From an optimization exercise on the open Yosys and OpenROAD flow, aimed at small area, a short achievable clock period and few clock cycles per item; shortcuts taken in it are not production practice.
In this exercise RTL edits were held to simulation tests only and were not proved equivalent to the original.
Power and IR drop assume default switching activity.

### flow/run.sh
#!/bin/bash
# synth_recipe.tcl (not shown) runs the flow's synth.tcl, then flattens the netlist and writes it again
# the make line also repeats each setting of config.mk as NAME=value (left out here)
make -C /OpenROAD-flow-scripts/flow DESIGN_CONFIG=/design/flow/config.mk WORK_HOME=/design/flow/orfs CLKGATE_MAP_FILE= SYNTH_SCRIPT=/design/flow/synth_recipe.tcl finish
### flow/config.mk
export PLATFORM = sky130hd
export DESIGN_NAME = vliwExecCore
export DESIGN_NICKNAME = vliwExecCore
export VERILOG_FILES = /design/flow/design.v
export SDC_FILE = /design/flow/constraint.sdc
export NUM_CORES = 4
export LEC_CHECK = 0
export CAP_MARGIN = 20
export CORE_MARGIN = 2
export CORE_UTILIZATION = 40
export SLEW_MARGIN = 20
### flow/constraint.sdc
create_clock -name core_clock -period 4.0 [get_ports {clock_i}]
set_input_delay 0.8000 -clock core_clock [delete_from_list [all_inputs] [get_ports {clock_i}]]
set_output_delay 0.8000 -clock core_clock [all_outputs]
set_load 0.01 [all_outputs]
### flow/design.v
`default_nettype none
package isaPkg;
	localparam int DATA_W = 16;
	localparam int REG_ADDR_W = 5;
	localparam int OPCODE_W = 7;
	typedef enum logic [OPCODE_W-1:0] {
		OP_ADD = 7'd1,
		OP_SUB = 7'd2,
		OP_AND = 7'd3,
		OP_OR  = 7'd4,
		OP_XOR = 7'd5,
		OP_SHL = 7'd6,
		OP_SHR = 7'd7,
		OP_MOV = 7'd8
	} opcode_e;
	typedef logic [DATA_W-1:0] data_t;
	typedef logic [REG_ADDR_W-1:0] regAddr_t;
	typedef struct packed {
		logic overflow;
		logic underflow;
	} status_t;
endpackage
`default_nettype wire
`default_nettype none
package busPkg;
	localparam int BUNDLE_W = 90;
	localparam int COMMIT_W = 48;
	localparam int SLOT_W = 46;
	typedef struct packed {
		logic isWb;
		logic [7-1:0] opcode;
		logic [4:0] wbAddr;
		logic [15:0] pOperand;
		logic [15:0] sOperand;
	} laneOp_t;
	typedef struct packed {
		laneOp_t laneA;
		laneOp_t laneB;
	} bundle_t;
	typedef struct packed {
		logic [1:0] code;
		logic [4:0] wbAddr;
		logic [15:0] wbData;
	} slotHalf_t;
	typedef struct packed {
		slotHalf_t laneA;
		slotHalf_t laneB;
	} slot_t;
	typedef struct packed {
		logic wbValid;
		logic [4:0] wbAddr;
		logic [15:0] wbData;
		logic [1:0] status;
	} commitHalf_t;
	typedef struct packed {
		commitHalf_t laneA;
		commitHalf_t laneB;
	} commit_t;
endpackage
`default_nettype wire
`default_nettype none
module creditFifo #(
	parameter int DEPTH = 4,
	parameter int WIDTH = 1
) (
	input wire logic clock_i,
	input wire logic reset_i,
	input wire logic push_i,
	input wire logic [WIDTH-1:0] item_i,
	input wire logic pop_i,
	output logic [WIDTH-1:0] item_o
);
	localparam int PTR_W = (DEPTH > 1) ? $clog2(DEPTH) : 1;
	logic [WIDTH-1:0] mem [DEPTH];
	logic [PTR_W-1:0] rdPtr;
	logic [PTR_W-1:0] wrPtr;
	always_ff @(posedge clock_i)
	begin
		if (push_i)
		begin
			mem[wrPtr] <= item_i;
		end
	end
	assign item_o = mem[rdPtr];
	always_ff @(posedge clock_i)
	begin
		if (reset_i)
		begin
			rdPtr <= '0;
			wrPtr <= '0;
		end
		else
		begin
			if (push_i)
			begin
				wrPtr <= (wrPtr == PTR_W'(DEPTH - 1)) ? '0 : wrPtr + 1'b1;
			end
			if (pop_i)
			begin
				rdPtr <= (rdPtr == PTR_W'(DEPTH - 1)) ? '0 : rdPtr + 1'b1;
			end
		end
	end
endmodule
`default_nettype wire
`default_nettype none
module arithLane (
	input wire busPkg::laneOp_t op_i,
	input wire logic kill_i,
	output logic wbValid_o,
	output busPkg::slotHalf_t half_o
);
	logic [15:0] p;
	logic [15:0] s;
	logic isAdd, isSub, isAnd, isOr, isXor, isShl, isShr, isMov;
	logic legalOp;
	logic keep;
	logic [15:0] sx;
	logic [17:0] sumRaw;
	logic [16:0] sumWide;
	logic [15:0] shIn;
	logic [15:0] shOut;
	logic [15:0] shRev;
	assign p = op_i.pOperand;
	assign s = op_i.sOperand;
	assign isAdd = op_i.opcode == 7'd1;
	assign isSub = op_i.opcode == 7'd2;
	assign isAnd = op_i.opcode == 7'd3;
	assign isOr = op_i.opcode == 7'd4;
	assign isXor = op_i.opcode == 7'd5;
	assign isShl = op_i.opcode == 7'd6;
	assign isShr = op_i.opcode == 7'd7;
	assign isMov = op_i.opcode == 7'd8;
	assign legalOp = (op_i.opcode != 7'd0) && (op_i.opcode <= 7'd8);
	assign wbValid_o = op_i.isWb && legalOp;
	assign keep = wbValid_o && !kill_i;
	assign sx = op_i.opcode[1] ? ~s : s;
	assign sumRaw = {1'b0, p, 1'b1} + {1'b0, sx, op_i.opcode[1]};
	assign sumWide = sumRaw[17:1];
	always_comb
	begin
		for (int i = 0; i < 16; i++)
		begin
			shIn[i] = op_i.opcode[0] ? p[i] : p[15-i];
		end
	end
	assign shOut = shIn >> s[3:0];
	always_comb
	begin
		for (int i = 0; i < 16; i++)
		begin
			shRev[i] = shOut[15-i];
		end
	end
	assign half_o.wbAddr = keep ? op_i.wbAddr : 5'd0;
	assign half_o.wbData = ({16{keep && (isAdd || isSub)}} & sumWide[15:0])
		| ({16{keep && isAnd}} & (p & s))
		| ({16{keep && isOr}} & (p | s))
		| ({16{keep && isXor}} & (p ^ s))
		| ({16{keep && isShl}} & shRev)
		| ({16{keep && isShr}} & shOut)
		| ({16{keep && isMov}} & s);
	assign half_o.code[1] = keep && (isAdd || isSub) && (sumWide[16] ^ op_i.opcode[1]);
	assign half_o.code[0] = keep && !(isAdd && sumWide[16]);
endmodule
`default_nettype wire
`default_nettype none
module commitMerge (
	input wire busPkg::bundle_t bundle_i,
	output busPkg::slot_t slot_o
);
	logic wbA;
	logic wbB;
	logic sameDest;
	assign sameDest = wbA && wbB && (bundle_i.laneA.wbAddr == bundle_i.laneB.wbAddr);
	arithLane laneA (
		.op_i(bundle_i.laneA),
		.kill_i(sameDest),
		.wbValid_o(wbA),
		.half_o(slot_o.laneA)
	);
	arithLane laneB (
		.op_i(bundle_i.laneB),
		.kill_i(1'b0),
		.wbValid_o(wbB),
		.half_o(slot_o.laneB)
	);
endmodule
`default_nettype wire
`default_nettype none
module vliwExecCore #(
	parameter int BUNDLE_DEPTH = 4,
	parameter int COMMIT_CREDITS = 2
) (
	input wire logic clock_i,
	input wire logic reset_i,
	input wire logic bundleValid_i,
	input wire busPkg::bundle_t bundle_i,
	output wire logic bundleCredit_o,
	input wire logic commitCredit_i,
	output wire logic commitValid_o,
	output wire busPkg::commit_t commit_o
);
	localparam int CNT_W = $clog2(BUNDLE_DEPTH + 1);
	localparam int CREDIT_W = $clog2(COMMIT_CREDITS + 1);
	busPkg::slot_t newSlot;
	busPkg::slot_t headSlot;
	logic [CNT_W-1:0] count;
	logic [CNT_W-1:0] countNext;
	logic [CREDIT_W-1:0] credits;
	logic [CREDIT_W-1:0] creditsAvail;
	logic commitValid;
	logic commitNext;
	logic bundleCredit;
	commitMerge merger (
		.bundle_i(bundle_i),
		.slot_o(newSlot)
	);
	creditFifo #(
		.DEPTH(BUNDLE_DEPTH),
		.WIDTH(busPkg::SLOT_W)
	) recordQueue (
		.clock_i(clock_i),
		.reset_i(reset_i),
		.push_i(bundleValid_i),
		.item_i(newSlot),
		.pop_i(commitValid),
		.item_o(headSlot)
	);
	assign countNext = count - CNT_W'(commitValid) + CNT_W'(bundleValid_i);
	assign creditsAvail = credits + CREDIT_W'(commitCredit_i);
	assign commitNext = (creditsAvail != '0) && (countNext != '0);
	always_ff @(posedge clock_i)
	begin
		if (reset_i)
		begin
			count <= '0;
			credits <= CREDIT_W'(COMMIT_CREDITS);
			commitValid <= 1'b0;
			bundleCredit <= 1'b0;
		end
		else
		begin
			count <= countNext;
			credits <= creditsAvail - CREDIT_W'(commitNext);
			commitValid <= commitNext;
			bundleCredit <= commitNext;
		end
	end
	assign commitValid_o = commitValid;
	assign bundleCredit_o = bundleCredit;
	assign commit_o.laneA.wbValid = |headSlot.laneA.code;
	assign commit_o.laneA.wbAddr = headSlot.laneA.wbAddr;
	assign commit_o.laneA.wbData = headSlot.laneA.wbData;
	assign commit_o.laneA.status = {headSlot.laneA.code[1] & ~headSlot.laneA.code[0],
		headSlot.laneA.code[1] & headSlot.laneA.code[0]};
	assign commit_o.laneB.wbValid = |headSlot.laneB.code;
	assign commit_o.laneB.wbAddr = headSlot.laneB.wbAddr;
	assign commit_o.laneB.wbData = headSlot.laneB.wbData;
	assign commit_o.laneB.status = {headSlot.laneB.code[1] & ~headSlot.laneB.code[0],
		headSlot.laneB.code[1] & headSlot.laneB.code[0]};
endmodule
`default_nettype wire
==> notes.md, run 1 <==
Global routing
Global routing used 21.74% of the available tracks. The global-route wire length before repair is 59810 um. The overall overflow remaining after global route is 0. The via count of the first global-routing pass is 10070. The initial antenna violation count came to 0.

The pin count of the biggest net entering global routing is 47.

Route
The antenna violation net count after detailed routing is 0. For this block, the initial DRC count from the detailed router was 1005. The per-cell via count in the routed design is 5.752. The detailed-router iteration count before antenna repair is 6. In the final routed layout, each cell accounts on average for 21.33 um. For this run, design rule violations remaining after detail routing come to 0. The routed wire length is 38970 um. The number of vias after detailed routing is 10510.

Floorplanning
The starting density of the core is 40.81%. The die is 189.4 um tall. After floorplanning, the core was sized to cover 33700 um2. The number of core rows is 67. The die area is 35880 um2. Measured along the x axis, the die boundary spans 189.4 um. The total I/O pin count is 144.

STA
The number of endpoints with negative hold slack in the final report is 0. The portion of the clock cycle consumed by the worst path in the final layout is 93.22%. The transition time at the pin with the least slew margin is 733.7 ps. On the final layout, the worst clock skew is 8.793 ps. The worst slack on hold paths is 522.2 ps. The final worst-path setup slack is 271.0 ps. The count of endpoints failing setup in the final report is 0. Adding up every negative setup slack in the final design gives 0 ps. The number of max-slew violations in the final report came to 0. The final period demand of the worst path is 3729 ps. The tightest slew margin relative to the limit is 50.57%. The fmax is 0.2682 GHz. Setup repair after global routing left no endpoint under its margin.

Clock tree
The total clock buffers created by CTS is 17. CTS built an H-tree with a depth of 4. Counting along the longest clock path gives a buffer depth of 2. The tree is rooted in a clkbuf_16. The number of buffers inserted by post-CTS setup repair is 0. The count of hold buffers inserted by post-cts repair is 0. The clock sink count is 196. The post-CTS resize count is 0. The clock latency at the later pin of the worst-skew pair is 430 ps. After clock tree synthesis, the clock-pin slew on the worst setup and hold paths is 80 ps. The CTS tree is done.

Placement
The area of placed instances is 16320 um2. The post-detailed-placement half-perimeter wirelength is 29840 um. The worst setup slack before clock tree synthesis is -170.4 ps. The placer congestion estimate is 0.9359. The count of port buffers added during placement is 143.

Final layout
The cell area after layout is 16990 um2. After filler insertion, the fill cell instance count of the layout stands at 2971. The total inserted antenna cells is 0. The post-route netlist has 19.00% of its cells at a drive strength greater than 1.

The area growth from synthesis to layout is 23.53%. The total number of nets in the final design is 1576.

Setup path
The number of cells on the worst reg-to-reg path is 11. Across all register-to-register paths, the minimum setup slack is 1640 ps. Data on the critical path arrives at its endpoint at 3880 ps. STA classifies the critical path startpoint as an input port. The data required time at the worst endpoint is 4150 ps. The stage delay of the slowest cell on the critical path is 500 ps. In this run the worst path has a maximum fanout of 13.

Walking the worst path, the cells encountered are clkdlybuf4s50_1 > buf_12 > xor2_1 > ha_1 > a21o_1 > a21o_1 > a221o_1 > a31oi_1 > buf_4 > o21ai_1 > o41ai_1 > buf_4 > mux2i_1 > o21ai_1. The critical path is of the in -> reg type. The worst setup path is captured at a register. Among all stages on the critical path, the largest delay is contributed by clkdlybuf4s50_1.

Synthesis
The gate count of the mapped netlist is 1162. The cell area after synthesis is 13750 um2. The number of distinct library cells after synthesis is 78. In the synthesized netlist the dominant register cell turns out to be edfxtp_1. Counting flops and latches in the post-synthesis netlist gives 196. The number of enable flip-flop cells after synthesis is 184. A synthesized cell averages 11.84 um2.

The share of async-settable or async-resettable flops after synthesis is 0%. The Yosys step of the flow raised 3 warnings. The post-synth net total is 1372. Sequential elements use 41.92% of the synthesized area.

Hold path
The worst hold path belongs to the class reg -> reg. The worst hold path stage count is 2.

Power
The analysis attributes to cell leakage a power of 0.006677 uW. The worst-case vdd ir drop is 336.4 uV. In this run the power density over the cells is 386.9 nW/um2.

Status
The run finished with no timing, DRC or antenna violations.

Flow run
Max-cap violations in this run came to 0.
-- synth_stat cells (14+ instances only) --
cell	count	area share, %
nor2_1	74	2.0
o21ai_1	16	0.58
nand2_1	61	1.7
a21oi_1	48	1.7
clkbuf_1	40	1.1
mux4_2	84	14
mux2i_1	29	2.1
a22oi_1	14	0.76
o211ai_1	14	0.76
ha_1	115	10
o21ai_0	27	0.98
xor2_1	54	3.4
inv_1	86	2.3
nand3_1	19	0.69
edfxtp_1	184	40
xnor2_1	17	1.1
nor3_1	26	0.95
and2_1	19	0.86
a222oi_1	15	1.1
-- layer usage --
| metal | track usage [%] | wire (um) |
|---|---|---|
| met4 | 6.261 | 855 |
| met5 | 0 | 0 |
| met1 | 31.80 | 17980 |
| met2 | 33.40 | 17650 |
| met3 | 3.429 | 2488 |
-- layout by cell type (no fill, tap or decap), types with 12 or more instances in the layout --
cell type        count
edfxtp_1           184
clkdlybuf4s50_1    141
ha_1               115
buf_4              103
inv_1               86
mux4_2              84
nor2_1              74
nand2_1             61
xor2_1              54
a21oi_1             48
mux2i_1             29
o21ai_0             27
nor3_1              26
nand3_1             19
xnor2_1             17
clkbuf_16           17
o21ai_1             16
a222oi_1            15
and2_1              15
o211ai_1            14
a22oi_1             14
a31oi_1             13
o221ai_1            13
a21o_1              12
-- power breakdown --
group / leakage [uW] / internal [uW] / total (uW) / switching, uW
logic: 0.00441 / 1220 / 2310 / 1090
clock network: 0.000322 / 906 / 1820 / 915
registers: 0.00195 / 2340 / 2440 / 106
-- logic make-up after synthesis --
family	after synthesis	synth area share (%)
flops	196	41.92
simple gates	256	9.152
fa+ha+maj	116	10.61
compound gates	244	12.59
buf+inv	157	4.603
xor+xnor	71	4.521
mux	122	16.60
-- sequential cells by signal, summed over array words and instances (netlist names), named ones only --
register and flops:
recordQueue.wrPtr 2, recordQueue.rdPtr 2, recordQueue.mem 184, count 3
bundleCredit 1, credits 2
-- worst paths after layout --
check | start | endpoint
setup / recovery | bundle_i[38] | recordQueue.mem[2][15]$_DFFE_PP_
hold / removal | count[2]$_SDFF_PP0_ | count[2]$_SDFF_PP0_
setup reg to reg | bundleCredit$_SDFF_PP0_ | credits[1]$_SDFF_PP1_
hold reg to reg | count[2]$_SDFF_PP0_ | count[2]$_SDFF_PP0_
-- through the flow --
step	cells	utilization [%]	total power (uW)
after CTS	1826	50.39	6646
final	1827	50.42	6573
after global placement	1793	48.38	4804
after global routing	1827	50.42	6903
after detailed placement	1794	48.41	4813
after floorplan	1162	-	3804
-- critical path, delay by kind of cell --
kind                       cells  cell delay [ps]
AOI/OAI and AO/OA              7             1460
xor gates and xnor gates       1              160
adders and majority gates      1              260
buffers and inverters          4             1010
muxes                          1              170
-- cell type report --
| cell class | instances | area [um2] | share of cell area (%) |
|---|---|---|---|
| Sequential cell | 196 | 5771 | 33.96 |
| Tap cell | 448 | 560.5 | 3.299 |
| Multi-Input combinational cell | 809 | 7365 | 43.35 |
| Clock buffer | 17 | 425.4 | 2.504 |
| Clock inverter | 15 | 241.5 | 1.421 |
| Timing Repair Buffer | 251 | 2286 | 13.45 |
| Inverter | 91 | 341.6 | 2.010 |
Testbench counts, summed over its fixed seeds: cycles 4,247, items 3,200.
==> run 2: changes to the inputs <==
--- a/flow/config.mk
+++ b/flow/config.mk
@@ -8,4 +8,5 @@
 export CAP_MARGIN = 20
 export CORE_MARGIN = 2
 export CORE_UTILIZATION = 40
+export SETUP_SLACK_MARGIN = 1.2
 export SLEW_MARGIN = 20
==> notes.md, run 2 <==
Power
The leakage power total came to 0.007478 uW (+12%). The overall power consumption is 6838 uW (+4.0%). The power per unit of standard cell area is 362.9 nW/um2 (-6.2%). The worst-case vdd ir drop is 301.3 uV (-10%).

Floorplanning
The vertical extent of the die came to 189.4 um (unchanged). The die area came to 35880 um2 (unchanged). The total I/O pin count came to 144 (unchanged). The starting density of the core came to 40.81% (unchanged).

The number of core rows came to 67 (unchanged). The area of the placeable core is 33700 um2 (unchanged). The horizontal die dimension was 189.4 um (unchanged).

Clock tree
The total clock buffers created by CTS is 17 (unchanged). The count of hold buffers inserted by post-cts repair came to 0 (unchanged). The clock sink count is 196 (unchanged). The clock transition at the register clock pins on the worst setup and hold paths after CTS is 70 ps (about the same). TritonCTS built the clock tree.

The maximum count of clock buffers along a single path was 2 (unchanged). The clock tree root buffer cell is clkbuf_16. The clock latency at the later pin of the worst-skew pair is 420 ps (about the same).

The number of H-tree levels is 4 (unchanged).

Route
The detailed-router iteration count before antenna repair was 8 (+2). The number of DRC markers after the initial detailed-route iteration is 956 (-4.9%). The number of vias after detailed routing came to 11000 (+4.7%). The per-cell via count in the routed design is 5.815 (+1.1%).

The remaining design rule violation count came to 0 (unchanged). The routed wire length is 41250 um (+5.9%). The antenna violation net count after detailed routing was 0 (unchanged). The average wire per cell in the routed design is 21.81 um (+2.3%).

Synthesis
By count the netlist is led by 184 x edfxtp_1, 115 x ha_1, 86 x inv_1, 84 x mux4_2, 74 x nor2_1. The number of enable flip-flop cells after synthesis came to 184 (unchanged). Sorting the synthesized cells by area gives the leading types as edfxtp_1 40%, mux4_2 14%, ha_1 10%, xor2_1 3.4%, inv_1 2.3%. The number of synthesized register bits is 196 (unchanged). The number of distinct library cells after synthesis is 78 (unchanged).

The cell area after synthesis is 13750 um2 (unchanged). The number of warnings reported in the yosys synthesis log came to 3 (unchanged). The synthesized area per cell was 11.84 um2 (unchanged). The top-area cell type share of the netlist area is 40.17% (unchanged). The gate count of the mapped netlist came to 1162 (unchanged). Among all flip-flop cells after synthesis, the most frequent one is edfxtp_1. The post-synth net total is 1372 (unchanged).

The most instantiated library cell after synthesis is edfxtp_1. Summed over all instances, the cell type with the most area after synthesis is edfxtp_1. The share of async-settable or async-resettable flops after synthesis is 0% (unchanged). The sequential area share after synthesis is 41.92% (unchanged).

Flow run
The total of max-cap violations is 0 (unchanged).

Setup path
The data required time at the worst endpoint is 4120 ps (-30 ps). STA classifies the critical path endpoint as a register. The most critical setup path has its startpoint at bundle_i[83]. The arrival time at the worst endpoint is 3150 ps (-730 ps). The end of the worst register-to-register path is credits[1]$_SDFF_PP1_. The number of cells on the worst reg-to-reg path is 11 (unchanged).

The endpoint of the worst setup timing path is recordQueue.mem[0][38]$_DFFE_PP_. The maximum fanout along the worst path came to 6 (-7). The worst register-to-register path begins at bundleCredit$_SDFF_PP0_.

The type of the worst setup path is in -> reg. STA classifies the critical path startpoint as an input port. The register-to-register setup slack is 1640 ps (about the same).

Final layout
The register name with the most flops is recordQueue.mem. The most frequent standard cell in the layout excluding fill and tap cells is edfxtp_1. The number of fillers in the final layout came to 2843 (-4.3%). The largest registers in the layout are recordQueue.mem x184, count x3. In the layout the commonest cells are 184 x edfxtp_1, 127 x buf_4, 96 x ha_1, 86 x inv_1, 84 x mux4_2. The share of layout cells above drive strength 1 is 35.85% (+17 points).

Compared with the post-synthesis result, the final layout area differs by 37.02%. The total number of nets in the final design is 1640 (+4.1%). The flip-flop count of the largest register, all copies and words added is 184 (unchanged).

Hold path
The classification of the worst-slack hold path is reg -> reg.

STA
The final worst-path setup slack is 967.2 ps (+696.2 ps). The number of max-slew violations in the final report is 0 (unchanged). The portion of the clock cycle consumed by the worst path in the final layout is 75.82% (-17 points).

The number of endpoints with negative hold slack in the final report is 0 (unchanged). Setup repair after global routing could not meet its margin everywhere. The transition time at the pin with the least slew margin was 741.2 ps (+7.522 ps). The final period demand of the worst path is 3033 ps (-696.2 ps). The tightest slew margin relative to the limit is 50.59% (about the same). The fmax is 0.3297 GHz (+23%). The count of endpoints failing setup in the final report is 0 (unchanged). The worst clock skew on the final layout is 9.621 ps (+0.8288 ps).

Placement
The worst setup slack before clock tree synthesis is -36.79 ps (+133.6 ps). The count of port buffers added during placement was 143 (unchanged). The placer congestion estimate is 0.9349 (-0.11%). The post-detailed-placement half-perimeter wirelength came to 29320 um (-1.7%).

Global routing
The overall fraction of global-route tracks in use is 22.50% (+0.76 points). The initial antenna violation count was 4 (+4). The overall overflow remaining after global route came to 0 (unchanged).

The pin count of the biggest net entering global routing came to 47 (unchanged). The via count of the first global-routing pass was 10610 (+5.4%). The global-route wire length before repair is 62080 um (+3.8%).

Status
The flow ran to the end and the layout has no timing, DRC or antenna violations.
[run 2: kinds of logic after synthesis]
kind of cell	after synthesis	share of synthesized area (%)
mux	122	16.60
flops	196	41.92
xor+xnor	71	4.521
buf+inv	157	4.603
simple gates	256	9.152
compound gates	244	12.59
fa+ha+maj	116	10.61
[run 2: critical path, cell delays in order]
cell       delay, ps
buf_16           130
xor2_4           150
buf_6            120
ha_4             220
buf_4            150
nand3_4           90
o2111ai_4        150
a31oi_4          250
o21ai_4          100
a2111o_1         420
and3_4           190
o211ai_1         170
o211ai_1         200
[run 2: layout make-up]
class,count,area [um2],area share [%]
antenna,1,2.502,0.01328
clock buffer,18,429.2,2.277
clock inverter,13,157.7,0.8366
inverter,91,346.6,1.839
multi-input combinational,810,8627,45.78
sequential,196,5773,30.64
tap,448,560.5,2.975
timing repair buffer,314,2948,15.64
[run 2: per-layer routing]
layer / track usage [%] / vias up / share of wire [%]
li1: - / 5012 / -
met1: 33.01 / 5520 / 45
met2: 35.35 / 415 / 47
met3: 3.559 / 44 / 6.2
met4: 4.681 / 6 / 1.3
met5: 0 / - / 0.078
[run 2: how the worst min path moves through the flow]
stage	startpoint	to	slack (ps)	cells past startpoint
finish	recordQueue.rdPtr[1]$_SDFFE_PP0P_	register	530	2
global route	recordQueue.rdPtr[1]$_SDFFE_PP0P_	register	580	2
global placement	count[2]$_SDFF_PP0_	count[2]$_SDFF_PP0_	510	2
detailed placement	recordQueue.rdPtr[1]$_SDFFE_PP0P_	register	520	2
floorplan	count[2]$_SDFF_PP0_	count[2]$_SDFF_PP0_	480	2
CTS	recordQueue.rdPtr[1]$_SDFFE_PP0P_	register	530	2
[run 2: power by group]
| part | total [uW] | switching [uW] | internal, uW | leakage [uW] |
|---|---|---|---|---|
| registers | 2400 | 59.9 | 2340 | 0.00195 |
| clock network | 1680 | 699 | 979 | 0.000278 |
| logic | 2760 | 1360 | 1410 | 0.00525 |
[run 2: timing repair]
item	CTS	global route
gates cloned	4	1
resized for setup	346	139
endpoints found under the setup margin	212	193
buffers inserted	49	26
pin swaps	88	83
[run 2: through the flow]
step	util (%)	TNS, ps	instance area [um2]	instances	hold slack (ps)
2_1_floorplan	-	0	14110	1162	481.3
3_3_place_gp	48.48	0	16340	1779	506.0
3_5_place_dp	48.48	-147.1	16340	1779	519.5
4_1_cts	53.42	0	18000	1863	525.0
5_1_grt	55.91	0	18840	1890	577.0
6_report	55.92	0	18840	1891	526.4
==> run 3: changes to the inputs <==
==> flow/flow/run.sh (new file) <==
#!/bin/bash
# Standard ORFS layout, with plain buffers on the ports instead of the
# default delay-cell buffers. Each tool's full output goes to its own log
# here; ORFS's per-step logs are under orfs/logs/.
set -euo pipefail
export BUFFER_PORTS_ARGS="-buffer_cell sky130_fd_sc_hd__buf_1"
bash standard.sh synth > synth.log 2>&1
bash standard.sh finish > layout.log 2>&1
==> flow/standard.sh (new file) <==
#!/bin/bash
# synth_recipe.tcl (not shown) runs the flow's synth.tcl, then flattens the netlist and writes it again
# the make line also repeats each setting of config.mk as NAME=value (left out here)
make -C /OpenROAD-flow-scripts/flow DESIGN_CONFIG=/design/flow/config.mk WORK_HOME=/design/flow/orfs CLKGATE_MAP_FILE= SYNTH_SCRIPT=/design/flow/synth_recipe.tcl "${@:-finish}"
removed: flow/run.sh
==> notes.md, run 3 <==
Status
The flow ran to the end and the layout has no timing, DRC or antenna violations.

STA
The portion of the clock cycle consumed by the worst path in the final layout is 75.07% (-0.75 points). The transition time at the pin with the least slew margin is 846.6 ps (+105.4 ps). The tightest slew margin relative to the limit is 43.56% (-7.0 points). The number of endpoints with negative hold slack in the final report is 0 (unchanged).

The worst clock skew on the final layout is 9.976 ps (+0.3550 ps). The final period demand of the worst path is 3003 ps (-29.83 ps). The fmax is 0.3330 GHz (+0.99%). The worst slack on hold paths came to 514.8 ps (-11.53 ps). Setup repair after global routing could not meet its margin everywhere. The final total negative setup slack is 0 ps (unchanged). The number of max-slew violations in the final report is 0 (unchanged). The count of endpoints failing setup in the final report is 0 (unchanged).

Clock tree
The count of hold buffers inserted by post-cts repair was 0 (unchanged). The number of H-tree levels was 4 (unchanged). The maximum count of clock buffers along a single path is 2 (unchanged). The clock latency at the later pin of the worst-skew pair is 420 ps (about the same). The clock tree root buffer cell is clkbuf_16. TritonCTS built the clock tree. The clock sink count is 196 (unchanged). The total clock buffers created by CTS is 17 (unchanged).

The clock transition at the register clock pins on the worst setup and hold paths after CTS was 70 ps (about the same).

Floorplanning
The area of the placeable core came to 33700 um2 (unchanged). The total I/O pin count is 144 (unchanged). The vertical extent of the die is 189.4 um (unchanged). The die area was 35880 um2 (unchanged). The horizontal die dimension is 189.4 um (unchanged). The starting density of the core came to 40.81% (unchanged). The number of core rows is 67 (unchanged).

Setup path
The maximum fanout along the worst path is 5 (-1). The kind of launch point of the worst setup path is an input port. The most numerous cell type found on the critical path is a21oi_2. The cell with the largest stage delay on the worst path is o32a_1. The arrival time at the worst endpoint was 3230 ps (+80 ps). The type of the worst setup path is in -> reg. Traced cell by cell, the critical path runs through clkbuf_16 > xor2_1 > ha_1 > and3_4 > a221oi_4 > a21oi_2 > o32a_1 > a21oi_2 > o311a_1 > xnor2_1 > nor3_2. The stage delay of the slowest cell on the critical path is 380 ps (-40 ps). The worst setup path is captured at a register. The data required time at the worst endpoint is 4230 ps (+110 ps).

Global routing
The overall overflow remaining after global route is 0 (unchanged). The initial antenna violation count came to 3 (-1). The global-route wire length before repair is 59640 um (-3.9%). The via count of the first global-routing pass came to 10120 (-4.6%). The overall fraction of global-route tracks in use is 21.63% (-0.86 points). The pin count of the biggest net entering global routing is 47 (unchanged).

Synthesis
The adder-cell share of the synthesized area is 10.61% (unchanged). The number of warnings reported in the yosys synthesis log came to 3 (unchanged). The sequential area share after synthesis is 41.92% (unchanged).

The main flop type after synthesis is edfxtp_1. Ranked by total cell area, the synthesized netlist is headed by edfxtp_1 40%, mux4_2 14%, ha_1 10%, xor2_1 3.4%, inv_1 2.3%. The post-synthesis share of cell area spent on and, or, nand and nor gates was 9.152% (unchanged).

The xor/xnor cell area share of the yosys netlist is 4.521% (unchanged). The fraction of synthesized area in multiplexers is 16.60% (unchanged). In the synthesized netlist, the cells that appear most often are 184 x edfxtp_1, 115 x ha_1, 86 x inv_1, 84 x mux4_2, 74 x nor2_1. The post-synth net total came to 1372 (unchanged). In the post-synthesis netlist, the cell with the most instances is edfxtp_1.

By area, the combinational part of the netlist is dominated by multiplexers. The number of distinct library cells after synthesis is 78 (unchanged). The top-area cell type share of the netlist area came to 40.17% (unchanged). The cell type contributing the most total cell area after synthesis is edfxtp_1. The number of enable flip-flop cells after synthesis was 184 (unchanged).

The compound-cell area share of the yosys netlist came to 12.59% (unchanged). The synthesized area per cell is 11.84 um2 (unchanged). The number of synthesized register bits was 196 (unchanged).

The cell area after synthesis was 13750 um2 (unchanged). The gate count of the mapped netlist came to 1162 (unchanged). The share of async-settable or async-resettable flops after synthesis is 0% (unchanged).

Placement
The post-detailed-placement half-perimeter wirelength is 28660 um (-2.3%). The count of port buffers added during placement is 143 (unchanged). The placer congestion estimate is 0.9674 (+3.5%).

Final layout
The largest registers in the layout are recordQueue.mem x184, count x3. In the layout the commonest cells are 184 x edfxtp_1, 121 x buf_1, 104 x ha_1, 89 x buf_4. The register name with the most flops is recordQueue.mem. Leaving out fill and tap cells, the most frequent cell in the layout is edfxtp_1.

The share of layout cells above drive strength 1 is 28.40% (-7.5 points). Relative to the synthesized area, the layout overhead comes to 23.05%. The total number of nets in the final design is 1575 (-4.0%). The flip-flop count of the largest register, all copies and words added is 184 (unchanged).

Route
The remaining design rule violation count is 0 (unchanged). The routed wire length is 40070 um (-2.9%). The per-cell via count in the routed design is 5.899 (+1.4%). The number of vias after detailed routing came to 10770 (-2.1%). The number of DRC markers after the initial detailed-route iteration came to 1075 (+12%). The detailed-router iteration count before antenna repair was 6 (-2). The antenna violation net count after detailed routing is 0 (unchanged). The average wire per cell in the routed design was 21.94 um (+0.59%).

Power
The overall power consumption is 6243 uW (-8.7%). The worst-case vdd ir drop is 242.3 uV (-20%). The power per unit of standard cell area came to 368.9 nW/um2 (+1.7%). The leakage power total is 0.006495 uW (-13%).

Flow run
The total of max-cap violations is 0 (unchanged).

Hold path
The worst hold path belongs to the class reg -> reg.
## run 3: cell counts after synthesis
No cell type changed its count.
## run 3: what timing repair did
| item | 4_1_cts | 5_1_grt |
|---|---|---|
| cloned | 2 | 2 |
| resized for setup | 72 | 103 |
| pin swaps | 40 | 50 |
| setup endpoints to repair | 181 | 124 |
| setup buffers | 30 | 19 |
## run 3: cell type report
type	instances	area, um2
multi-input combinational	810	8129
sequential	196	5773
timing repair buffer	249	1567
antenna	1	2.502
clock buffer	17	425.4
fill	2945	16780
clock inverter	14	121.4
inverter	91	345.3
tap	448	560.5
## run 3: power breakdown
group	internal, uW	leakage [uW]	switching (uW)	total, uW
registers	2340	0.00195	62.0	2400
logic	1030	0.00428	1250	2270
clock network	813	0.000269	758	1570
## run 3: cell families (layout without fill, tap and decap cells)
family | Yosys count | in the layout
other | 0 | 1
flip-flops | 196 | 196
buffers and inverters | 157 | 371
AO/OA/AOI/OAI | 244 | 244
AND/OR/NAND/NOR | 256 | 257
adder cells (fa/ha/maj) | 116 | 116
multiplexers | 122 | 122
XOR/XNOR | 71 | 71
## run 3: critical path, delay by kind of cell
kind            cells  cell delay (ps)
compound gates      5             1160
fa+ha+maj           1              360
xor+xnor            2              230
buf+inv             1              150
simple gates        2              500
## run 3: metrics by stage
step / cell area, um2 / utilization (%) / setup WS, ps / std cells
floorplan: 14110 / - / 377.7 / 1162
global placement: 15170 / 45.00 / 257.5 / 1741
detailed placement: 15170 / 45.00 / 178.2 / 1741
CTS: 16270 / 48.28 / 996.4 / 1804
global route: 16920 / 50.21 / 925.3 / 1825
finish: 16920 / 50.22 / 997.0 / 1826
## run 3: worst paths after layout
| path | cells past startpoint | start | slack [ps] | endpoint |
|---|---|---|---|---|
| max | 11 | bundle_i[83] | 1000 | recordQueue.mem[0][45]$_DFFE_PP_ |
| min | 2 | count[2]$_SDFF_PP0_ | 510 | count[2]$_SDFF_PP0_ |
| max reg2reg | 11 | bundleCredit$_SDFF_PP0_ | 1640 | credits[1]$_SDFF_PP1_ |
| min reg2reg | 2 | count[2]$_SDFF_PP0_ | 510 | count[2]$_SDFF_PP0_ |
## run 3: layer usage
metal  up-vias  track usage [%]  wire (um)
met2       462            33.22      18120
met4         4            6.798        900
met1      5357            32.02      18450
met3        68            2.576       2578
met5         -                0         27
li1       4880                -          -
==> run 4: changes to the inputs <==
--- a/flow/config.mk
+++ b/flow/config.mk
@@ -8,5 +8,4 @@
 export CAP_MARGIN = 20
 export CORE_MARGIN = 2
 export CORE_UTILIZATION = 40
-export SETUP_SLACK_MARGIN = 1.2
 export SLEW_MARGIN = 20
==> notes.md, run 4 <==
Placement
The placer congestion estimate came to 0.9195 (-5.0%). The worst setup slack before clock tree synthesis is 159.7 ps (-18.49 ps). The post-detailed-placement half-perimeter wirelength came to 27380 um (-4.5%). The count of port buffers added during placement is 143 (unchanged).

Synthesis
The number of distinct library cells after synthesis is 78 (unchanged). The sequential area share after synthesis was 41.92% (unchanged). By count the netlist is led by 184 x edfxtp_1, 115 x ha_1, 86 x inv_1, 84 x mux4_2, 74 x nor2_1.

The share of async-settable or async-resettable flops after synthesis was 0% (unchanged). The number of warnings reported in the yosys synthesis log was 3 (unchanged). In the post-synthesis netlist, the biggest area contributors are edfxtp_1 40%, mux4_2 14%, ha_1 10%, xor2_1 3.4%, inv_1 2.3%. The number of enable flip-flop cells after synthesis is 184 (unchanged). The main flop type after synthesis is edfxtp_1. The most instantiated library cell after synthesis is edfxtp_1. The cell area after synthesis is 13750 um2 (unchanged).

The number of synthesized register bits is 196 (unchanged). The gate count of the mapped netlist is 1162 (unchanged). The post-synth net total is 1372 (unchanged). The cell type contributing the most total cell area after synthesis is edfxtp_1. The synthesized area per cell is 11.84 um2 (unchanged). The top-area cell type share of the netlist area is 40.17% (unchanged).

Floorplanning
The die area is 35880 um2 (unchanged). The vertical extent of the die came to 189.4 um (unchanged). The starting density of the core is 40.81% (unchanged).

The area of the placeable core is 33700 um2 (unchanged). The number of core rows came to 67 (unchanged). The horizontal die dimension is 189.4 um (unchanged).

The total I/O pin count came to 144 (unchanged).

Global routing
The via count of the first global-routing pass is 9882 (-2.4%). The pin count of the biggest net entering global routing came to 47 (unchanged). The overall fraction of global-route tracks in use came to 20.64% (-0.99 points).

The initial antenna violation count is 2 (-1). The overall overflow remaining after global route is 0 (unchanged). The global-route wire length before repair is 57090 um (-4.3%).

Route
The routed wire length is 36930 um (-7.8%). The per-cell via count in the routed design is 5.783 (-2.0%). The detailed-router iteration count before antenna repair is 5 (-1). The antenna violation net count after detailed routing came to 0 (unchanged). The number of DRC markers after the initial detailed-route iteration was 1081 (+0.56%).

The number of vias after detailed routing is 10240 (-4.9%). The remaining design rule violation count is 0 (unchanged). The average wire per cell in the routed design is 20.85 um (-5.0%).

Clock tree
The count of hold buffers inserted by post-cts repair came to 0 (unchanged). The total clock buffers created by CTS is 17 (unchanged). The number of buffers inserted by post-CTS setup repair came to 0 (-100%). The tree is rooted in a clkbuf_16. The clock transition at the register clock pins on the worst setup and hold paths after CTS is 70 ps (about the same).

The post-CTS resize count came to 0 (-100%). The CTS tree is done. The number of H-tree levels is 4 (unchanged). The clock sink count is 196 (unchanged). The clock latency at the later pin of the worst-skew pair is 430 ps (about the same).

The maximum count of clock buffers along a single path is 2 (unchanged).

Setup path
The worst setup path is of the in -> reg kind. The arrival time at the worst endpoint came to 3640 ps (+410 ps). The number of cells on the worst reg-to-reg path is 11 (unchanged). The end of the worst register-to-register path is credits[1]$_SDFF_PP1_.

The worst setup path startpoint is bundle_i[83]. The endpoint of the worst setup timing path is recordQueue.mem[0][45]$_DFFE_PP_. The maximum fanout along the worst path came to 12 (+7). The data required time at the worst endpoint is 4200 ps (-30 ps). The worst register-to-register path begins at bundleCredit$_SDFF_PP0_.

The worst setup path is launched from an input port. The register-to-register setup slack is 1640 ps (about the same). The kind of end point of the critical path is a register.

STA
Setup repair after global routing left no endpoint under its margin. The count of endpoints failing setup in the final report was 0 (unchanged). The transition time at the pin with the least slew margin is 826.7 ps (-19.95 ps).

The final total negative setup slack came to 0 ps (unchanged). The final worst-path setup slack is 561.9 ps (-435.2 ps). The number of endpoints with negative hold slack in the final report came to 0 (unchanged). The number of max-slew violations in the final report is 0 (unchanged). The tightest slew margin relative to the limit is 44.89% (+1.3 points). The worst clock skew on the final layout is 7.953 ps (-2.023 ps). The fmax came to 0.2909 GHz (-13%). The final period demand of the worst path is 3438 ps (+435.2 ps). The portion of the clock cycle consumed by the worst path in the final layout came to 85.95% (+11 points).

Power
The power per unit of standard cell area is 388.0 nW/um2 (+5.2%). The worst-case vdd ir drop is 312.7 uV (+29%). The leakage power total is 0.005991 uW (-7.8%).

Final layout
The register name with the most flops is recordQueue.mem. The flip-flop count of the largest register, all copies and words added was 184 (unchanged). The largest registers in the layout are recordQueue.mem x184, count x3. The synthesis-to-layout area growth is 13.59%. The share of layout cells above drive strength 1 is 15.59% (-13 points). The total number of nets in the final design came to 1518 (-3.6%). The top cell types in the final layout, fill and taps aside, are 184 x edfxtp_1, 138 x buf_1, 115 x ha_1, 86 x inv_1, 84 x mux4_2. The library cell used most frequently in the layout, excluding fill and tap cells, is edfxtp_1.

The number of fillers in the final layout was 3105 (+5.4%).

Hold path
The classification of the worst-slack hold path is reg -> reg.

Status
The flow ran to the end and the layout has no timing, DRC or antenna violations.

Flow run
The total of max-cap violations is 0 (unchanged).
-- run 4: cell types whose count changed in the layout (fill, tap and decap cells not counted), sizes merged --
cell / change
buf: -47
diode: +1
clkinvlp: -2
bufinv: +1
clkbuf: -9
inv: +1
clkinv: +1
nor2: -1
-- run 4: kinds of logic after synthesis --
group | count (synthesis) | share of synthesized area (%)
simple gates | 256 | 9.152
compound gates | 244 | 12.59
flops | 196 | 41.92
buf+inv | 157 | 4.603
mux | 122 | 16.60
fa+ha+maj | 116 | 10.61
xor+xnor | 71 | 4.521
-- run 4: worst min-delay path by stage --
stage                                to  slack [ps]                 from  cells past startpoint
CTS                 count[2]$_SDFF_PP0_         530  count[2]$_SDFF_PP0_                      2
global route        count[2]$_SDFF_PP0_         580  count[2]$_SDFF_PP0_                      2
detailed placement  count[2]$_SDFF_PP0_         510  count[2]$_SDFF_PP0_                      2
global placement    count[2]$_SDFF_PP0_         500  count[2]$_SDFF_PP0_                      2
finish              count[2]$_SDFF_PP0_         530  count[2]$_SDFF_PP0_                      2
floorplan           count[2]$_SDFF_PP0_         480  count[2]$_SDFF_PP0_                      2
-- run 4: stage by stage --
stage	power, uW	util (%)	std cells	instance area [um2]	hold WS, ps
2_1_floorplan	3804	-	1162	13760	481.3
3_3_place_gp	4398	44.53	1737	15010	497.7
3_5_place_dp	4419	44.53	1737	15010	513.0
4_1_cts	6124	46.34	1769	15620	533.5
5_1_grt	6412	46.34	1769	15620	580.2
6_report	6061	46.36	1771	15620	525.5
-- run 4: metal layers --
metal | routed length (um) | share of wire [%] | vias up | track usage (%)
met2 | 16690 | 45 | 397 | 31.81
li1 | - | - | 4779 | -
met3 | 2662 | 7.2 | 54 | 3.707
met1 | 16810 | 46 | 5011 | 29.90
met5 | 0 | 0 | - | 0
met4 | 767 | 2.1 | 0 | 5.784
-- run 4: where the power goes --
| group | internal, uW | total (uW) | leakage (uW) | switching (uW) |
|---|---|---|---|---|
| Sequential | 2340 | 2450 | 0.00195 | 115 |
| Clock | 900 | 1700 | 0.000298 | 805 |
| Combinational | 858 | 1910 | 0.00375 | 1050 |
| Total | 4090 | 6060 | 0.00599 | 1970 |
-- run 4: layout make-up --
class                   count  area, um2  area share (%)
inverters                  91      341.6           2.186
well taps                 448      560.5           3.588
clock buffers              17      425.4           2.723
repair buffers            193      968.4           6.199
flip-flops and latches    196       5771           36.94
clock inverters            15      186.4           1.193
multi-input cells         809       7365           47.14
diodes                      2      5.005         0.03204
-- run 4: critical path: stages --
cell      delay (ps)
clkbuf_2         300
xor2_1           240
ha_1             290
a21o_1           220
a221oi_1         350
a21oi_1          140
o32a_1           440
a21oi_1          230
o311a_1          240
xnor2_1           70
nor3_1           300
==> run 5: changes to the inputs <==
==> flow/flow/run.sh (replaced) <==
#!/bin/bash
# Standard ORFS layout (the standard.sh, synthesis unchanged), with plain
# buffers on the ports instead of the default delay-cell buffers, plus the
# settings in flow/extra.env. Each tool's full output goes to its own log
# here; ORFS's per-step logs are under orfs/logs/.
set -euo pipefail
export BUFFER_PORTS_ARGS="-buffer_cell sky130_fd_sc_hd__buf_1"
if [[ -f flow/extra.env ]]; then
  set -a
  source flow/extra.env
  set +a
fi
bash standard.sh synth > synth.log 2>&1
bash standard.sh finish > layout.log 2>&1
==> flow/flow/extra.env (new file) <==
RECOVER_POWER=100
--- a/flow/config.mk
+++ b/flow/config.mk
@@ -8,4 +8,5 @@
 export CAP_MARGIN = 20
 export CORE_MARGIN = 2
 export CORE_UTILIZATION = 40
+export SETUP_SLACK_MARGIN = 1.2
 export SLEW_MARGIN = 20
==> notes.md, run 5 <==
STA
The worst slack on hold paths is 514.9 ps (-10.62 ps). The tightest slew margin relative to the limit was -55.22% (-100 points). The final period demand of the worst path is 3473 ps (+34.73 ps). The number of max-slew violations in the final report is 77 (+77).

The worst clock skew on the final layout is 8.969 ps (+1.016 ps). The number of endpoints with negative hold slack in the final report is 0 (unchanged). The transition time at the pin with the least slew margin was 2327 ps (+1500 ps). The count of endpoints failing setup in the final report came to 0 (unchanged).

The fmax came to 0.2879 GHz (-1.0%). The final total negative setup slack was 0 ps (unchanged). Setup repair after global routing could not meet its margin everywhere.

The portion of the clock cycle consumed by the worst path in the final layout is 86.82% (+0.87 points).

Global routing
The via count of the first global-routing pass came to 10120 (+2.4%). The met3 capacity usage during global routing is 2.576% (-1.1 points). The pin count of the biggest net entering global routing is 47 (unchanged). The global-route layer with the greatest usage is met2.

The global-route wire length before repair is 59640 um (+4.5%). The overall fraction of global-route tracks in use is 21.63% (+0.99 points). The met2 capacity usage during global routing is 33.22% (+1.4 points). The overall overflow remaining after global route is 0 (unchanged). The initial antenna violation count was 3 (+1). The met1 capacity usage during global routing is 32.02% (+2.1 points).

Synthesis
The number of warnings reported in the yosys synthesis log is 3 (unchanged). The adder-cell share of the synthesized area is 10.61% (unchanged). By count the netlist is led by 184 x edfxtp_1, 115 x ha_1, 86 x inv_1, 84 x mux4_2, 74 x nor2_1. The post-synth net total was 1372 (unchanged).

The number of enable flip-flop cells after synthesis was 184 (unchanged). The most common cell in the synthesized netlist is edfxtp_1. The gate count of the mapped netlist is 1162 (unchanged). Among all flip-flop cells after synthesis, the most frequent one is edfxtp_1. The post-synthesis share of cell area spent on and, or, nand and nor gates is 9.152% (unchanged).

After synthesis, the cell types taking the most area are edfxtp_1 40%, mux4_2 14%, ha_1 10%, xor2_1 3.4%, inv_1 2.3%. The number of distinct library cells after synthesis is 78 (unchanged). The cell area after synthesis came to 13750 um2 (unchanged). The synthesized area per cell is 11.84 um2 (unchanged). The xor/xnor cell area share of the yosys netlist is 4.521% (unchanged). The compound-cell area share of the yosys netlist was 12.59% (unchanged). Of all cell types, the one taking the most synthesized area is edfxtp_1. The fraction of synthesized area in multiplexers is 16.60% (unchanged).

The share of async-settable or async-resettable flops after synthesis is 0% (unchanged). The top-area cell type share of the netlist area is 40.17% (unchanged). The sequential area share after synthesis came to 41.92% (unchanged). By area, the combinational part of the netlist is dominated by multiplexers. The number of synthesized register bits is 196 (unchanged).

Setup path
The worst setup path is of the in -> reg kind. The register-to-register setup slack was 890 ps (-750 ps). The data required time at the worst endpoint is 4220 ps (+20 ps). The number of cells on the worst reg-to-reg path is 3 (-8). The arrival time at the worst endpoint is 3700 ps (+60 ps). The maximum fanout along the worst path is 6 (-6). The kind of end point of the critical path is a register.

The worst setup path is launched from an input port. The worst register-to-register path ends at recordQueue.mem[1][22]$_DFFE_PP_. The origin of the critical flop-to-flop path is recordQueue.wrPtr[0]$_SDFFE_PP0P_.

Power
The overall power consumption came to 6187 uW (+2.1%). The worst-case vdd ir drop is 240.7 uV (-23%). The power per unit of standard cell area is 372.4 nW/um2 (-4.0%).

The leakage power total was 0.006360 uW (+6.2%).

Route
The number of DRC markers after the initial detailed-route iteration came to 1135 (+5.0%). The average wire per cell in the routed design was 21.98 um (+5.4%). The antenna violation net count after detailed routing is 0 (unchanged). The number of vias after detailed routing came to 10840 (+5.9%). The detailed-router iteration count before antenna repair is 6 (+1). The remaining design rule violation count is 0 (unchanged). The per-cell via count in the routed design was 5.938 (+2.7%). The routed wire length came to 40130 um (+8.7%).

Clock tree
The cell sitting at the root of the clock tree is a clkbuf_16. TritonCTS built the clock tree. The clock transition at the register clock pins on the worst setup and hold paths after CTS is 70 ps (about the same). The clock latency at the later pin of the worst-skew pair came to 420 ps (about the same). The count of hold buffers inserted by post-cts repair was 0 (unchanged). The total clock buffers created by CTS is 17 (unchanged). The clock sink count was 196 (unchanged). The maximum count of clock buffers along a single path is 2 (unchanged).

The number of H-tree levels was 4 (unchanged).

Placement
The post-detailed-placement half-perimeter wirelength was 28660 um (+4.7%). The count of port buffers added during placement is 143 (unchanged). The placer congestion estimate was 0.9674 (+5.2%).

Final layout
The number of fillers in the final layout came to 2997 (-3.5%). The total number of nets in the final design was 1575 (+3.8%). The share of layout cells above drive strength 1 is 24.62% (+9.0 points). The synthesis-to-layout area growth is 20.78%. The library cell used most frequently in the layout, excluding fill and tap cells, is edfxtp_1. The largest registers in the layout are recordQueue.mem x184, count x3. The register name with the most flops is recordQueue.mem. The flip-flop count of the largest register, all copies and words added came to 184 (unchanged). Leaving out fill and tap cells, the most frequent cells in the layout are 184 x edfxtp_1, 117 x buf_1, 105 x ha_1, 84 x inv_1, 84 x mux4_2.

Floorplanning
The horizontal die dimension is 189.4 um (unchanged). The die area came to 35880 um2 (unchanged). The total I/O pin count is 144 (unchanged). The number of core rows came to 67 (unchanged). The vertical extent of the die came to 189.4 um (unchanged). The area of the placeable core came to 33700 um2 (unchanged).

The starting density of the core is 40.81% (unchanged).

Hold path
The classification of the worst-slack hold path is reg -> reg. The worst hold path stage count is 2 (unchanged). The sink of the worst hold path is count[2]$_SDFF_PP0_.

In this run the most critical hold path is launched from count[2]$_SDFF_PP0_.

Status
The run finished, with violations left. The layout checks failed on capacitance limit, slew limit.

Flow run
The total of max-cap violations was 3 (+3).
## run 5: report_power, final
| part | total (uW) | switching [uW] | internal (uW) |
|---|---|---|---|
| clock network | 1580 | 763 | 813 |
| registers | 2400 | 59.2 | 2340 |
| logic | 2210 | 1230 | 985 |
| total | 6190 | 2050 | 4140 |
## run 5: cells by family after synthesis
group	after synthesis
and+or+nand+nor	256
AOI/OAI and AO/OA	244
muxes	122
adders and majority gates	116
xor gates and xnor gates	71
buffers and inverters	157
DFF	196
## run 5: layer usage
| metal | share of wire, % | up-vias |
|---|---|---|
| li1 | - | 4881 |
| met1 | 46 | 5416 |
| met2 | 45 | 472 |
| met3 | 6.2 | 70 |
| met4 | 2.3 | 4 |
| met5 | 0.067 | - |
## run 5: worst max-delay path by stage
| stage | end | startpoint | depth (start not counted) |
|---|---|---|---|
| after CTS | recordQueue.mem[0][45]$_DFFE_PP_ | bundle_i[83] | 11 |
| after floorplan | recordQueue.mem[0][15]$_DFFE_PP_ | bundle_i[38] | 14 |
| after global placement | recordQueue.mem[2][38]$_DFFE_PP_ | bundle_i[83] | 11 |
| final | recordQueue.mem[3][26]$_DFFE_PP_ | bundle_i[38] | 9 |
| after detailed placement | recordQueue.mem[0][15]$_DFFE_PP_ | bundle_i[38] | 11 |
| after global routing | recordQueue.mem[0][45]$_DFFE_PP_ | bundle_i[83] | 11 |
## run 5: critical path, cell delays in order
cell	delay, ps
clkbuf_1	220
clkbuf_1	210
or4_2	640
and3_1	220
a311o_4	450
or3_1	480
clkbuf_1	230
clkbuf_1	170
o221ai_4	260
## run 5: cell type report
cell class	count	area (um2)	share of cell area (%)
multi-input cells	810	7945	47.83
clock inverters	14	121.4	0.7306
clock buffers	17	425.4	2.561
repair buffers	249	1441	8.677
well taps	448	560.5	3.375
diodes	1	2.502	0.01506
inverters	91	345.3	2.079
flip-flops and latches	196	5769	34.73
## run 5: stage by stage
| step | cells | instance area, um2 | util (%) | setup WS, ps |
|---|---|---|---|---|
| after floorplan | 1162 | 14110 | - | 377.7 |
| after global placement | 1741 | 15170 | 45.00 | 257.5 |
| after detailed placement | 1741 | 15170 | 45.00 | 178.2 |
| after CTS | 1804 | 16270 | 48.28 | 996.4 |
| after global routing | 1825 | 16610 | 49.28 | 462.8 |
| final | 1826 | 16610 | 49.29 | 527.1 |
## run 5: timing repair
action                                  CTS  global route
gates cloned                              2             2
endpoints found under the setup margin  181           124
pin swaps                                40            50
resized for setup                        72           103
buffers inserted                         30            19
==> run 6: changes to the inputs <==
--- a/flow/config.mk
+++ b/flow/config.mk
@@ -8,5 +8,5 @@
 export CAP_MARGIN = 20
 export CORE_MARGIN = 2
 export CORE_UTILIZATION = 40
-export SETUP_SLACK_MARGIN = 1.2
+export SETUP_SLACK_MARGIN = 2.0
 export SLEW_MARGIN = 20
removed: flow/flow/extra.env
==> notes.md, run 6 <==
Status
The run finished with no timing, DRC or antenna violations.

Synthesis
The post-synth net total is 1372 (unchanged). The number of synthesized register bits is 196 (unchanged). The synthesized area per cell came to 11.84 um2 (unchanged). Counting instances in the post-synthesis netlist gives the leading cell types as 184 x edfxtp_1, 115 x ha_1, 86 x inv_1, 84 x mux4_2, 74 x nor2_1. For this run, the leading register cell type out of synthesis is edfxtp_1. The cell area after synthesis is 13750 um2 (unchanged). The number of enable flip-flop cells after synthesis is 184 (unchanged). The cell type contributing the most total cell area after synthesis is edfxtp_1.

After synthesis, the cell types taking the most area are edfxtp_1 40%, mux4_2 14%, ha_1 10%, xor2_1 3.4%, inv_1 2.3%. The gate count of the mapped netlist is 1162 (unchanged). The most instantiated library cell after synthesis is edfxtp_1. The number of distinct library cells after synthesis is 78 (unchanged). The sequential area share after synthesis was 41.92% (unchanged). The top-area cell type share of the netlist area is 40.17% (unchanged).

The number of warnings reported in the yosys synthesis log is 3 (unchanged). The share of async-settable or async-resettable flops after synthesis is 0% (unchanged).

Floorplanning
The vertical extent of the die is 189.4 um (unchanged). The area of the placeable core is 33700 um2 (unchanged). The horizontal die dimension is 189.4 um (unchanged). The number of core rows is 67 (unchanged). The die area is 35880 um2 (unchanged). The total I/O pin count is 144 (unchanged). The starting density of the core came to 40.81% (unchanged).

STA
The transition time at the pin with the least slew margin is 648.1 ps (-1679 ps). The number of max-slew violations in the final report is 0 (-100%). The fmax is 0.3310 GHz (+15%). The portion of the clock cycle consumed by the worst path in the final layout is 75.52% (-11 points). The worst clock skew on the final layout is 7.574 ps (-1.395 ps). The final worst-path setup slack is 979.1 ps (+451.9 ps). Setup repair after global routing could not meet its margin everywhere.

The count of endpoints failing setup in the final report was 0 (unchanged). The number of endpoints with negative hold slack in the final report is 0 (unchanged). The final period demand of the worst path is 3021 ps (-451.9 ps). The final total negative setup slack is 0 ps (unchanged).

The tightest slew margin relative to the limit is 56.80% (+110 points).

Final layout
The area of the multi-input gates is 9091 um2 (+14%). The synthesis-to-layout area growth is 38.46%. Leaving out fill and tap cells, the most frequent cell in the layout is edfxtp_1.

The largest registers in the layout are recordQueue.mem x184, count x3. The number of fillers in the final layout came to 2757 (-8.0%). In the layout the commonest cells are 184 x edfxtp_1, 107 x buf_4, 94 x ha_1, 84 x mux4_2, 80 x inv_1. The share of layout cells above drive strength 1 is 42.91% (+18 points). The sequential cell area is 5778 um2 (+0.15%).

The post-layout instance count excluding filler cells came to 1894 (+3.7%). The final core utilization is 56.50% (+7.2 points). The total number of nets in the final design is 1642 (+4.3%).

Ranked by flip-flop count, first place goes to recordQueue.mem. The flip-flop count of the largest register, all copies and words added was 184 (unchanged).

Power
The leakage power total is 0.007377 uW (+16%). The power per unit of standard cell area is 370.9 nW/um2 (-0.41%). The net switching share of the total power was 32.85% (-0.30 points). The fraction of power consumed by the clock network is 22.5% (-3.0 points). The total net switching power is 2320 uW (+13%). The sequential power share is 34.1% (-4.6 points). The combinational cell fraction of total power came to 43.4% (+7.6 points). The total internal power was 4743 uW (+15%). The worst-case vdd ir drop came to 302.6 uV (+26%).

Setup path
The worst setup path startpoint is bundle_i[82]. Walking the worst path, the cells encountered are clkbuf_2 > buf_4 > mux4_2 > nand2_1 > nor2_1 > nand2_1 > o31ai_1 > a222oi_1 > o211ai_1 > a211o_1. The type of the worst setup path is in -> reg. The cell with the largest stage delay on the worst path is a222oi_1.

The worst path buffer plus inverter count is 2 (-2). The gate family responsible for the most delay along the worst path is compound AO/OA/AOI/OAI gates. The register-to-register setup slack came to 1870 ps (+980 ps).

The number of cells on the critical path is 10 (+1). The endpoint of the worst setup timing path is recordQueue.mem[2][37]$_DFFE_PP_. Among the stages of the critical path, the cell type that occurs most often is nand2_1.

The maximum fanout along the worst path came to 17 (+11). The end of the worst register-to-register path is credits[1]$_SDFF_PP1_. The number of cells on the worst reg-to-reg path is 12 (+9).

The arrival time at the worst endpoint was 3180 ps (-520 ps). The origin of the critical flop-to-flop path is count[0]$_SDFF_PP0_. The worst setup path is captured at a register. The data required time at the worst endpoint is 4160 ps (-60 ps). STA classifies the critical path startpoint as an input port. The stage delay of the slowest cell on the critical path is 450 ps (-190 ps).

Route
The routed wire length was 42190 um (+5.1%). The number of vias after detailed routing is 11270 (+4.0%). The antenna violation net count after detailed routing is 0 (unchanged). The number of DRC markers after the initial detailed-route iteration came to 1247 (+9.9%). The per-cell via count in the routed design is 5.952 (+0.24%). The average wire per cell in the routed design is 22.27 um (+1.3%). The detailed-router iteration count before antenna repair was 6 (unchanged). The remaining design rule violation count came to 0 (unchanged).

Global routing
The overall overflow remaining after global route is 0 (unchanged). The initial antenna violation count was 3 (unchanged). The global-route wire length before repair came to 62490 um (+4.8%). The via count of the first global-routing pass is 10720 (+5.9%). The overall fraction of global-route tracks in use was 22.58% (+0.95 points). The pin count of the biggest net entering global routing is 35 (-26%).

Clock tree
The CTS tree is done. The number of H-tree levels was 4 (unchanged). The clock latency at the later pin of the worst-skew pair is 430 ps (about the same). The total clock buffers created by CTS is 17 (unchanged). The count of hold buffers inserted by post-cts repair is 0 (unchanged). The maximum count of clock buffers along a single path is 2 (unchanged). The clock tree root buffer cell is clkbuf_16.

The clock sink count came to 196 (unchanged). The clock transition at the register clock pins on the worst setup and hold paths after CTS was 70 ps (about the same).

Placement
The cell count after placement was 1726 (-0.86%). The post-detailed-placement half-perimeter wirelength is 27630 um (-3.6%). The placer congestion estimate is 0.9273 (-4.1%). The count of port buffers added during placement is 143 (unchanged). The worst setup slack before clock tree synthesis is 209.1 ps (+30.88 ps).

Hold path
The classification of the worst-slack hold path is reg -> reg.

Flow run
The total of max-cap violations is 0 (-3).
## run 6: cell counts after synthesis
Identical to the previous run, type by type.
## run 6: worst min-delay path by stage
| stage | startpoint | endpoint | slack (ps) | cells after the start |
|---|---|---|---|---|
| after global routing | recordQueue.rdPtr[0]$_SDFFE_PP0P_ | register | 580 | 2 |
| after detailed placement | count[2]$_SDFF_PP0_ | count[2]$_SDFF_PP0_ | 500 | 2 |
| after floorplan | count[2]$_SDFF_PP0_ | count[2]$_SDFF_PP0_ | 470 | 2 |
| after CTS | recordQueue.rdPtr[1]$_SDFFE_PP0P_ | register | 540 | 2 |
| final | recordQueue.rdPtr[1]$_SDFFE_PP0P_ | register | 540 | 2 |
| after global placement | count[2]$_SDFF_PP0_ | count[2]$_SDFF_PP0_ | 490 | 2 |
## run 6: area by class of cell
cell class	instances	share of cell area [%]
flip-flops and latches	196	30.34
well taps	448	2.944
inverters	91	1.892
repair buffers	312	14.11
clock buffers	17	2.234
clock inverters	15	0.7228
multi-input cells	814	47.74
diodes	1	0.01314
## run 6: worst register-to-register path: stages, from the launching register on
cell,delay [ps]
dfxtp_2,330
inv_2,40
ha_4,230
inv_4,50
ha_4,120
inv_2,30
fa_2,340
xor2_2,170
xnor2_2,160
a31oi_2,160
ha_2,220
xnor2_2,110
nand2b_1,60
## run 6: repair_timing
item	4_1_cts	5_1_grt
pin swaps	72	92
cloned	11	2
gates resized for setup	282	162
endpoints found under the setup margin	249	242
buffers inserted	71	51
hold endpoints to repair	0	0
## run 6: per-stage QoR
stage / cell area [um2] / power (uW) / hold slack [ps]
detailed placement: 15210 / 4503 / 500.4
global route: 19040 / 7400 / 579.3
finish: 19040 / 7063 / 537.5
global placement: 15210 / 4487 / 488.9
floorplan: 14340 / 3936 / 471.7
CTS: 17910 / 6779 / 538.0
## run 6: power by group through the flow
| stage | Sequential (uW) | Clock (uW) | Combinational (uW) |
|---|---|---|---|
| after global routing | 2410 | 1710 | 3280 |
| final | 2410 | 1590 | 3070 |
| after CTS | 2400 | 1630 | 2750 |
| after floorplan | 2410 | 0 | 1520 |
| after detailed placement | 2520 | 0 | 1990 |
| after global placement | 2510 | 0 | 1980 |
## run 6: cells by family (layout without fill, tap and decap cells)
logic type | Yosys count | after routing | synth area share, %
and+or+nand+nor | 256 | 261 | 9.152
xor gates and xnor gates | 71 | 71 | 4.521
muxes | 122 | 122 | 16.60
buffers and inverters | 157 | 435 | 4.603
DFF | 196 | 196 | 41.92
AOI/OAI and AO/OA | 244 | 244 | 12.59
adders and majority gates | 116 | 116 | 10.61
other | 0 | 1 | 0
## run 6: layer usage
metal	vias to the layer above	GRT usage (%)	wire [um]
met4	4	6.261	1073
met2	526	36.00	20030
met5	-	0	26
met1	5622	31.66	17950
li1	5023	-	-
met3	99	4.171	3107
==> run 7: changes to the inputs <==
--- a/flow/config.mk
+++ b/flow/config.mk
@@ -7,6 +7,6 @@
 export LEC_CHECK = 0
 export CAP_MARGIN = 20
 export CORE_MARGIN = 2
-export CORE_UTILIZATION = 40
-export SETUP_SLACK_MARGIN = 2.0
+export CORE_UTILIZATION = 70
+export SETUP_SLACK_MARGIN = 1.2
 export SLEW_MARGIN = 20
==> notes.md, run 7 <==
Status
The run finished with no timing, DRC or antenna violations.

Synthesis
The synthesized area per cell came to 11.84 um2 (unchanged). The cell area after synthesis is 13750 um2 (unchanged). In the post-synthesis netlist, the cell with the most instances is edfxtp_1. The number of synthesized register bits came to 196 (unchanged). The sequential area share after synthesis is 41.92% (unchanged). The share of async-settable or async-resettable flops after synthesis came to 0% (unchanged). Among all flip-flop cells after synthesis, the most frequent one is edfxtp_1. The number of warnings reported in the yosys synthesis log was 3 (unchanged). The top-area cell type share of the netlist area is 40.17% (unchanged).

Floorplanning
The die area was 20790 um2 (-42%). The starting density of the core is 70.90% (+30 points). The horizontal die dimension is 144.2 um (-24%). The number of core rows was 51 (-24%). The area of the placeable core is 19400 um2 (-42%). The vertical extent of the die is 144.2 um (-24%). The total I/O pin count was 144 (unchanged).

Route
The number of vias after detailed routing is 12790 (+13%). The routed wire length is 52970 um (+26%). The detailed-router iteration count before antenna repair came to 12 (+6). The antenna violation net count after detailed routing is 0 (unchanged). The per-cell via count in the routed design came to 7.702 (+29%). The average wire per cell in the routed design was 31.89 um (+43%).

Final layout
Ranked by flip-flop count, first place goes to recordQueue.mem. In the layout the commonest cells are 184 x edfxtp_1, 123 x buf_1, 99 x ha_1, 94 x buf_4, 85 x inv_1. The library cell used most frequently in the layout, excluding fill and tap cells, is edfxtp_1. The largest registers in the layout are recordQueue.mem x184, count x3.

The share of layout cells above drive strength 1 is 31.80% (-11 points). The final core utilization is 89.52% (+33 points). The number of fillers in the final layout was 737 (-73%). The flip-flop count of the largest register, all copies and words added is 184 (unchanged). The synthesis-to-layout area growth is 26.26%.

Global routing
After global routing, the most crowded layer is met2. The global-route wire length before repair is 67230 um (+7.6%). The met3 capacity usage during global routing is 11.72% (+7.6 points).

The pin count of the biggest net entering global routing is 47 (+34%). The via count of the first global-routing pass is 11210 (+4.6%). The overall fraction of global-route tracks in use is 44.10% (+22 points).

The overall overflow remaining after global route was 0 (unchanged). The met2 capacity usage during global routing came to 69.37% (+33 points).

Power
The fraction of power consumed by the clock network was 25.1% (+2.6 points). The leakage power total is 0.006717 uW (-8.9%). The total net switching power is 2517 uW (+8.5%). The power per unit of standard cell area is 402.2 nW/um2 (+8.4%). The sequential power share is 35.1% (+1.0 points). The combinational cell fraction of total power is 39.8% (-3.6 points).

Setup path
The data required time at the worst endpoint is 4190 ps (+30 ps). The worst register-to-register path begins at count[0]$_SDFF_PP0_. The arrival time at the worst endpoint came to 3470 ps (+290 ps). The worst setup path startpoint is bundle_i[54].

The maximum fanout along the worst path is 4 (-13). The type of the worst setup path is in -> reg.

Placement
The worst setup slack before clock tree synthesis was 129.0 ps (-80.10 ps). The count of port buffers added during placement is 143 (unchanged). The post-detailed-placement half-perimeter wirelength is 28060 um (+1.6%).

STA
The final total negative setup slack is 0 ps (unchanged). Setup repair after global routing could not meet its margin everywhere. The final worst-path setup slack came to 722.8 ps (-256.3 ps). The fmax is 0.3051 GHz (-7.8%). The number of endpoints with negative hold slack in the final report is 0 (unchanged). The final period demand of the worst path is 3277 ps (+256.3 ps). The count of endpoints failing setup in the final report is 0 (unchanged). The number of max-slew violations in the final report came to 0 (unchanged). The worst clock skew on the final layout is 7.731 ps (+0.1561 ps).

Clock tree
The clock latency at the later pin of the worst-skew pair came to 440 ps (about the same). TritonCTS built the clock tree. The maximum count of clock buffers along a single path is 2 (unchanged). The count of hold buffers inserted by post-cts repair is 0 (unchanged). The clock transition at the register clock pins on the worst setup and hold paths after CTS is 70 ps (about the same).

Flow run
The total of max-cap violations was 0 (unchanged).

Hold path
The worst hold path begins at count[2]$_SDFF_PP0_.
run 7: changes by cell type in the layout (fill, tap and decap cells not counted), moves of 7 or more:
cell	previous run	this run
nor2_1	60	68
a21oi_1	27	35
buf_16	7	0
buf_6	49	17
and2_1	1	13
buf_2	13	4
buf_12	21	6
clkbuf_2	36	4
buf_4	107	94
buf_1	66	123
and2_4	15	3
run 7: metal layers:
metal | vias to the layer above | share of wire [%]
li1 | 4909 | -
met1 | 5986 | 32
met2 | 1439 | 44
met3 | 443 | 16
met4 | 16 | 8.4
met5 | - | 0.42
run 7: what timing repair did:
| item | CTS | global route |
|---|---|---|
| resized for setup | 94 | 158 |
| endpoints found under the setup margin | 196 | 188 |
| pin swaps | 44 | 55 |
| cloned | 2 | 1 |
| setup buffers | 31 | 33 |
run 7: path summary, 6_finish.rpt:
path | endpoint | slack, ps | cells past startpoint
min reg2reg | count[2]$_SDFF_PP0_ | 640 | 2
max reg2reg | credits[1]$_SDFF_PP1_ | 1090 | 12
min | count[2]$_SDFF_PP0_ | 640 | 2
max | recordQueue.mem[3][45]$_DFFE_PP_ | 720 | 11
run 7: cell families after synthesis:
family / synth area share, %
AOI/OAI and AO/OA: 12.59
xor gates and xnor gates: 4.521
adders and majority gates: 10.61
buffers and inverters: 4.603
DFF: 41.92
muxes: 16.60
and+or+nand+nor: 9.152
run 7: area by class of cell:
cell class / count / area, um2 / share of cell area [%]
repair buffers: 262 / 1727 / 9.943
diodes: 6 / 15.01 / 0.08646
flip-flops and latches: 196 / 5774 / 33.25
inverters: 91 / 341.6 / 1.967
clock buffers: 22 / 528.0 / 3.041
multi-input cells: 809 / 8568 / 49.34
clock inverters: 10 / 80.08 / 0.4611
well taps: 265 / 331.6 / 1.909
run 7: worst max-delay path: stages:
cell	delay (ps)
buf_1	320
xor2_2	250
ha_1	300
a21oi_1	290
o22ai_2	140
o32a_1	410
a21oi_2	250
o311a_1	310
xnor2_2	160
nor3_2	50
buf_4	160
run 7: stage by stage:
| stage | instance area [um2] | total power, uW | std cells |
|---|---|---|---|
| 2_1_floorplan | 14110 | 3852 | 1162 |
| 3_3_place_gp | 14900 | 4363 | 1556 |
| 3_5_place_dp | 14900 | 4455 | 1556 |
| 4_1_cts | 16240 | 6359 | 1621 |
| 5_1_grt | 17360 | 7171 | 1658 |
| 6_report | 17370 | 6985 | 1661 |
run 7: power by group through the flow:
stage               clock [uW]  sequential (uW)  combinational, uW
detailed placement           0             2510               1940
finish                    1750             2450               2780
global placement             0             2500               1870
global route              1800             2460               2910
CTS                       1710             2440               2210
floorplan                    0             2410               1440

Check on run 7: ideal ports give 0.723 ns setup slack; a clkbuf_16 on the clock port and buf_2 on the inputs give 0.718 ns; moving port delays by the midpoint clock arrival (0.476 ns) as well gives 0.242 ns.
